What follows belongs to an exercise in optimizing a design on an open flow for small area; a production flow would make more cautious choices.
Function was checked by simulation only, so behaviour that the tests miss may differ from the original.
No activity file was given, so power comes from the tool's default toggle rates.

==> config.mk <==
export PLATFORM = sky130hd
export DESIGN_NAME = regfile_sb
export DESIGN_NICKNAME = regfile_sb
export VERILOG_FILES = /design/flow/design.v
export SDC_FILE = /design/flow/constraint.sdc
export NUM_CORES = 4
export LEC_CHECK = 0
export CAP_MARGIN = 20
export CORE_MARGIN = 2
export CORE_UTILIZATION = 30
export SLEW_MARGIN = 20
==> constraint.sdc <==
create_clock -name core_clock -period 7.0 [get_ports {clk}]
set_input_delay 1.4000 -clock core_clock [delete_from_list [all_inputs] [get_ports {clk}]]
set_output_delay 1.4000 -clock core_clock [all_outputs]
set_load 0.01 [all_outputs]
==> design.v <==
module regfile_sb_cell #(
    parameter int XLEN = 32
) (
    input  logic            clk,
    input  logic            resetn,
    input  logic            we,
    input  logic [XLEN-1:0] wdata,
    input  logic            set_p,
    input  logic            clr_p,
    output logic [XLEN-1:0] q,
    output logic            pend,
    output logic            pend_nxt
);
    assign pend_nxt = set_p | (pend & ~clr_p);
    always_ff @(posedge clk or negedge resetn) begin
        if (!resetn) begin
            q    <= '0;
            pend <= 1'b0;
        end else begin
            if (we) q <= wdata;
            pend <= pend_nxt;
        end
    end
endmodule
module regfile_sb #(
    parameter  int XLEN = 32,
    parameter  int NREG = 32,
    localparam int AW   = $clog2(NREG)
) (
    input  logic            clk,
    input  logic            resetn,
    input  logic [AW-1:0]   rs1,
    input  logic [AW-1:0]   rs2,
    output logic [XLEN-1:0] read_data1,
    output logic [XLEN-1:0] read_data2,
    output logic            busy1,
    output logic            busy2,
    input  logic            wr0_en,
    input  logic [AW-1:0]   wr0_addr,
    input  logic [XLEN-1:0] wr0_data,
    input  logic            wr1_en,
    input  logic [AW-1:0]   wr1_addr,
    input  logic [XLEN-1:0] wr1_data,
    input  logic            issue_en,
    input  logic [AW-1:0]   issue_rd,
    output logic            any_pending
);
    logic [NREG-1:0][XLEN-1:0] regs;
    logic [NREG-1:0]           hit0, hit1;
    logic [NREG-1:0]           pend, pend_nxt;
    for (genvar i = 0; i < NREG; i++) begin : g_reg
        if (i == 0) begin : g_zero
            assign regs[i]     = '0;
            assign hit0[i]     = 1'b0;
            assign hit1[i]     = 1'b0;
            assign pend[i]     = 1'b0;
            assign pend_nxt[i] = 1'b0;
        end else begin : g_cell
            localparam logic [AW-1:0] IDX = AW'(i);
            assign hit0[i] = wr0_en && (wr0_addr == IDX);
            assign hit1[i] = wr1_en && (wr1_addr == IDX);
            regfile_sb_cell #(.XLEN(XLEN)) u_cell (
                .clk      (clk),
                .resetn   (resetn),
                .we       (hit0[i] | hit1[i]),
                .wdata    (hit1[i] ? wr1_data : wr0_data),
                .set_p    (issue_en && (issue_rd == IDX)),
                .clr_p    (hit0[i] | hit1[i]),
                .q        (regs[i]),
                .pend     (pend[i]),
                .pend_nxt (pend_nxt[i])
            );
        end
    end
    always_comb begin
        read_data1 = hit1[rs1] ? wr1_data : (hit0[rs1] ? wr0_data : regs[rs1]);
        read_data2 = hit1[rs2] ? wr1_data : (hit0[rs2] ? wr0_data : regs[rs2]);
        busy1      = pend[rs1] & ~hit0[rs1] & ~hit1[rs1];
        busy2      = pend[rs2] & ~hit0[rs2] & ~hit1[rs2];
    end
    always_ff @(posedge clk or negedge resetn) begin
        if (!resetn) any_pending <= 1'b0;
        else         any_pending <= |pend_nxt;
    end
endmodule
==> run.sh <==
#!/bin/bash
# synth_recipe.tcl (not shown) runs the flow's synth.tcl, then flattens the netlist and writes it again
# the make line also repeats each setting of config.mk as NAME=value (left out here)
make -C /OpenROAD-flow-scripts/flow DESIGN_CONFIG=/design/flow/config.mk WORK_HOME=/design/flow/orfs CLKGATE_MAP_FILE= SYNTH_SCRIPT=/design/flow/synth_recipe.tcl finish
==> results.txt <==
worst max-delay path by stage:
stage,to,cells after the start,start
after floorplan,busy2,9,rs2[0]
after global placement,read_data1[13],10,wr0_addr[1]
after detailed placement,read_data1[13],10,wr0_addr[1]
after CTS,read_data1[13],10,wr0_addr[1]
after global routing,read_data1[13],10,wr0_addr[1]
final,read_data1[13],10,wr0_addr[1]
metal layers:
layer / global-route usage, % / up-vias / part of all wire [%]
li1: - / 23000 / -
met1: 31.7 / 27500 / 39
met2: 36.7 / 3596 / 44
met3: 6.42 / 891 / 11
met4: 13.4 / 20 / 6.5
met5: 0 / - / 0.046
registers in the layout, summed over array words and instances, names as in the netlist:
name,cells
any_pending,1
g.g_cell.u_cell.pend,31
g.g_cell.u_cell.q,992
power breakdown:
part / total [mW] / internal, mW / switching [mW]
combinational: 5.51 / 2.94 / 2.58
sequential: 8.75 / 7.52 / 1.23
clock: 6.38 / 3.63 / 2.75
total: 20.6 / 14.1 / 6.56
area by class of cell:
class / count / share of cell area, %
multi-input cells: 4571 / 50.1
flip-flops and latches: 1024 / 34.6
diodes: 5 / 0.0169
well taps: 2854 / 4.83
clock inverters: 42 / 0.597
repair buffers: 403 / 5.20
inverters: 8 / 0.0406
clock buffers: 172 / 4.63
critical path, delay by kind of cell:
family	cells	cell delay [ns]
mux	1	0.15
buf+inv	4	2.09
compound gates	4	1.41
simple gates	1	0.31
logic make-up (layout without fill, tap and decap cells):
| family | count (synthesis) | after routing |
|---|---|---|
| AOI/OAI and AO/OA | 1618 | 1618 |
| xor gates and xnor gates | 14 | 14 |
| buffers and inverters | 852 | 625 |
| DFF | 1024 | 1024 |
| muxes | 1597 | 1597 |
| other | 0 | 5 |
| and+or+nand+nor | 1342 | 1342 |
placed cells by master (no fill, tap or decap), types with 27 or more instances in the layout:
cell type	n
a2111oi_0	27
clkdlybuf4s50_1	149
nand2_4	38
a211oi_1	34
a221o_1	35
mux4_2	405
o21ai_0	405
nand3_1	46
a21oi_1	766
a22oi_1	62
clkbuf_8	29
dfrtp_1	1024
a221oi_1	91
buf_4	213
a31oi_1	35
buf_12	32
clkbuf_16	117
a22o_1	67
and4b_1	34
mux2_2	123
mux2i_1	1069
nor2_1	742
nand2_1	378
o22ai_1	33
metrics by stage:
step / utilization (%) / instance area, µm² / std cells / hold WS [ns] / worst slack, ns
after floorplan: - / 65500 / 6447 / 0.508 / 2.29
after global placement: 32.3 / 70100 / 8858 / 0.533 / 0.224
after detailed placement: 32.3 / 70100 / 8858 / 0.543 / 0.194
after CTS: 34.0 / 73900 / 9072 / 0.558 / 0.198
after global routing: 34.1 / 74000 / 9076 / 0.590 / 0.0438
final: 34.1 / 74000 / 9079 / 0.554 / 0.159
==> impl_metrics.csv <==
group,metric,value,unit
routing,firstDrtPassIters,10,
synthesis,yosysTopAreaCell,"dfrtp_1",
timing,setup_violations,0,
power_and_ir_drop,p_total,20.6,mW
critical_path,endpoint_kind,"output pin",
worst_hold_path,min_to,"g_reg[24].g_cell.u_cell.q[31]",
routing,drc,0,
timing,fmax,0.146,GHz
placed_design,hpwl,160000,µm
clock_network,clk_latency,0.76,ns
synthesis,mappedNetlistArea,65500,µm²
timing,rsz0062_at_grt,"no",
synthesis,synth_common_cells,"mux2i_1 (1069), dfrtp_1 (1024), a21oi_1 (766)",
grt,grt_max_degree,171,
synthesis,yosys.area_share.adder,0,%
die,fp.dieH,471,µm
synthesis,syn_nets,6541,
clock_network,cts.clk_slew.worst_paths,0.07,ns
clock_network,h-tree-depth,3,
synthesis,synth_edf_count,0,
clock_network,cts_root_buf,"clkbuf_16",
critical_path,crit_path_max_fanout,28,
layout,nFillCells,21500,
power_and_ir_drop,p_leak,34.2,nW
layout,multi_input_area,37000,µm²
timing,drv_slew,0,
timing,finalSetupTns,0,ns
critical_path,r2r-start,"g_reg[12].g_cell.u_cell.pend",
routing,vias,55000,
die,die_x,471,µm
worst_hold_path,worstHoldStart,"g_reg[24].g_cell.u_cell.q[31]",
clock_network,hold_buffers,0,
power_and_ir_drop,ir_drop,0.213,mV
critical_path,r2r-end,"any_pending",
routing,postRouteAntennaNets,0,
critical_path,r2r_cells,4,
synthesis,synth_compound_area_share,14.5,%
grt,overflow,0,
timing,hold_viol,0,
layout,area_delta_synth_final,12.9,%
synthesis,synth.avg_cell_area,10.2,µm²
timing,finClkSkew,0.0155,ns
critical_path,cp_slowest_stage_delay,0.73,ns
critical_path,start_kind,"input pin",
die,initial_utilization,30.2,%
clock_network,clockBufferDepth,3,
timing,post-route-period-util,97.7,%
synthesis,synth_top_family_by_area,"multiplexers",
critical_path,worst-setup-path-type,"in2out",
timing,slew_headroom,17.6,%
timing,tightest_slew,1.24,ns
synthesis,synthFlopType,"dfrtp_1",
synthesis,syn_inst,6447,
routing,drt_iter0_drc,7761,
synthesis,synth_cell_types,63,
synthesis,synth_area_leaders,"dfrtp_1 (39%), mux2i_1 (16%), mux4_2 (14%)",
placed_design,place_congestion,0.876,
power_and_ir_drop,powerDensity,279,nW/µm²
clock_network,cts_buffers,115,
synthesis,synth_xor_area_share,0.216,%
critical_path,critical_path_arrival,5.44,ns
routing,wl_per_cell,30.6,µm
clock_network,clock_sinks,1024,
synthesis,synthArstFlopShare,100,%
synthesis,yosys.area_share.simple,8.56,%
die,dieArea,222000,µm²
timing,period_needed,6.84,ns
layout,drive_gt1_share,17.1,%
critical_path,required,5.60,ns
die,rows,171,
synthesis,yosysWarningCount,2,
layout,layout.nets,6217,
clock_network,cts_setup_buffers,0,
synthesis,muxShareOfSynthArea,32.4,%
routing,viasPerCell,6.06,
worst_hold_path,holdPathStages,2,
placed_design,numPortBuffers,160,
grt,grt_pass1_wl,396000,µm
synthesis,synth.most_common_cell,"mux2i_1",
synthesis,synth_seq_cells,1024,
synthesis,ys_seq_area_share,39.1,%
layout,seq_area,25600,µm²
routing,routed_wl,278000,µm
worst_hold_path,hp-class,"reg2reg",
run,max_cap_violations,0,
die,coreArea,217000,µm²
clock_network,cts_tree,"yes",
grt,grt_pass1_vias,53800,
outcome,status,"no timing/DRC/antenna violations",
clock_network,post_cts_resized,0,
grt,grt_use_total,24.3,%
critical_path,reg2reg_slack,5.19,ns
synthesis,yosysTopAreaCellShare,39.1,%
critical_path,path_cells,"clkdlybuf4s50_1 > nor4bb_2 > buf_4 > a41oi_1 > o21ai_0 > o22ai_4 > buf_4 > mux2i_1 > o21ai_0 > clkdlybuf4s50_1",
grt,antenna_found_initial,19,
die,ioPinCount,161,
critical_path,slowest_stage,"o21ai_0",

port drivers added, routing unchanged:
Ports are ideal in the flow. The routed layout listed here was re-timed in OpenROAD.
Step 1: set_driving_cell puts a clkbuf_16 on clk and a buf_2 on each other input, an assumption about the parent block.
Step 2 moves the port delays by t, midway between the first and last clock arrival at a register: inputs arrive t later, outputs are due t later. That takes back most of the time a late clock gives input paths.
Slacks: no drivers / after step 1 / after step 2; pairs: no drivers / after step 1.
t (ns): 0.847
setup slack, ns: 0.159 / 0.099 / 0.099
clock arrival spread, ns: 0.024 / 0.024
worst data-port slew with drivers (ns): 0.20
After both steps setup and hold are still met in this run. For this run, drivers alone change the setup slack by -0.060 ns; drivers and shift together by -0.060 ns.
